Background: an optimization exercise with open tools, aiming at small area, a short achievable clock period and few clock cycles per item. Do not read the settings as production practice.
The RTL was checked by simulation tests, not by an equivalence proof against the original design.

// frac_sad_search
module frac_sad_search #(
    parameter int WIDTH     = 8,
    parameter int HEIGHT    = 8,
    parameter int BITDEPTH  = 8,
    parameter int TAPS      = 8,
    parameter int HALF_TAPS = 3,
    parameter int SAD_W     = 14
) (
    input  logic                             clk,
    input  logic                             reset,
    input  logic                             in_valid,
    output logic                             in_ready,
    input  logic [(WIDTH+TAPS)*BITDEPTH-1:0] filter_pix,
    input  logic [WIDTH*BITDEPTH-1:0]        ref_pix,
    output logic                             out_valid,
    input  logic                             out_ack,
    output logic [SAD_W-1:0]                 sad_int,
    output logic [SAD_W-1:0]                 sad_h,
    output logic [SAD_W-1:0]                 sad_v,
    output logic [1:0]                       best_mode,
    output logic [SAD_W-1:0]                 best_sad
);
For scale: about 7,500 cells after synthesis, roughly 1,500 flip-flops.
clock: 12.0 ns
lec_check: 0
cap_margin: 30
core_margin: 2
core_utilization: 40
cts_buf_list: sky130_fd_sc_hd__clkbuf_16
cts_cluster_diameter: 80
cts_cluster_size: 30
place_density: 0.75
slew_margin: 40
standard.sh (not shown) runs the stock make flow with config.mk's settings and CLKGATE_MAP_FILE= SYNTH_SCRIPT=/design/flow/synth_recipe.tcl, a recipe that flattens the netlist after the stock synthesis.
==> flow/flow/run.sh <==
#!/bin/bash
# Standard layout (the standard.sh, unchanged synthesis), with port buffers of
# type buf_2 and timing repair aimed at a tighter setup margin.
bash standard.sh SETUP_SLACK_MARGIN=8 'BUFFER_PORTS_ARGS=-buffer_cell sky130_fd_sc_hd__buf_2' finish > standard.log 2>&1
Testbench counts at the start, summed over its fixed seeds: cycles 15,408, blocks 1,024.
Next try:
Settings changed: PLACE_DENSITY 0.75 to unset.
Cell area barely changes.
Synthesized area is unchanged.
Sequential cell count does not change.
Utilization stays flat.
Final cell count barely changes.
Non-clock buffer count falls by 2.
Maximum frequency rose slightly.
Count of clock-buffer cells in the layout came out higher by 6.
Worst hold slack barely changes.
Next try:
Settings changed: CTS_BUF_LIST sky130_fd_sc_hd__clkbuf_16 to sky130_fd_sc_hd__clkbuf_8 sky130_fd_sc_hd__clkbuf_16, CTS_CLUSTER_DIAMETER 80 to 60, CTS_CLUSTER_SIZE 30 to 20.
The changed run ran to the end with no violations.
Worst hold slack degrades by 4.2 ps.
Core utilization goes up by 0.50 points.
Final area goes up slightly.
Sequential cell count does not change.
Next try:
Settings changed: CTS_BUF_LIST sky130_fd_sc_hd__clkbuf_8 sky130_fd_sc_hd__clkbuf_16 to sky130_fd_sc_hd__clkbuf_16, CTS_CLUSTER_DIAMETER 60 to 80, CTS_CLUSTER_SIZE 20 to 30, GPL_ROUTABILITY_DRIVEN set to 0.
Register-to-register slack loses 140 ps.
Routed wire length drops by 1.5%.
Sequential share of layout area climbs by 0.43 points.
Final cell count drops by 0.86%.
Next try:
==> flow/flow/run.sh (replaced) <==
#!/bin/bash
# Standard layout (the standard.sh, unchanged synthesis), with port buffers of
# type buf_2, timing repair aimed at a tighter setup margin, and resizing not tied
# to cell footprints.
bash standard.sh SETUP_SLACK_MARGIN=8 MATCH_CELL_FOOTPRINT=0 'BUFFER_PORTS_ARGS=-buffer_cell sky130_fd_sc_hd__buf_2' finish > standard.log 2>&1
Settings changed: GPL_ROUTABILITY_DRIVEN 0 to unset.
Effect: The new run passed the timing, DRC and antenna checks. Final area stays flat. Critical path depth shrinks by 9. Non-clock buffer count grows by 39. Wire length grows by 1.3%. Clock skew shrinks by 12 ps.
Next try:
==> flow/flow/run.sh (replaced) <==
#!/bin/bash
# Standard layout (the standard.sh, unchanged synthesis), with port buffers of
# type buf_2 and timing repair aimed at a tighter setup margin.
bash standard.sh SETUP_SLACK_MARGIN=8.2 'BUFFER_PORTS_ARGS=-buffer_cell sky130_fd_sc_hd__buf_2' finish > standard.log 2>&1
Settings changed: CAP_MARGIN 30 to 50, CTS_BUF_LIST sky130_fd_sc_hd__clkbuf_16 to sky130_fd_sc_hd__clkbuf_8 sky130_fd_sc_hd__clkbuf_16, CTS_CLUSTER_DIAMETER 80 to 60, CTS_CLUSTER_SIZE 30 to 20, SLEW_MARGIN 40 to 75.
The changed run ran to the end with no violations.
Register-to-register slack improved by 30 ps.
Hold slack got worse by 7.2 ps.
Wire length goes up by 2.3%.
Global-route usage goes up by 0.43 points.
Non-clock buffer count goes up by 221.
Die area is unchanged.

==> static timing again, ports no longer ideal <==
Ports are ideal in the flow. The routed layouts listed here were re-timed in OpenROAD.
Step 1: set_driving_cell puts a clkbuf_16 on clk and a buf_2 on each other input, an assumption about the parent block.
Step 2 adds t to the input delays and takes it off the output delays; t is the mean of the earliest and latest rising clock arrival at the registers after step 1. Input paths then give back, and output paths get back, about the clock's delay inside the block.
Three values: ideal ports, drivers, drivers and shift; two values: the first two.
| run | t (ns) | setup slack, ns | pins driven straight from the clock port |
|---|---|---|---|
| the first run | 0.891 | 8.034 / 7.940 / 8.052 | 1 |
| the second run | 0.904 | 8.061 / 7.973 / 8.078 | 1 |
| the third run | 0.926 | 8.044 / 7.975 / 8.044 | 1 |
| the fourth run | 0.883 | 7.909 / 7.909 / 7.909 | 1 |
| the fifth run | 0.904 | 8.067 / 7.978 / 8.080 | 1 |
| the sixth run | 0.924 | 8.076 / 7.983 / 8.108 | 1 |
After both steps setup and hold are still met in every run listed.
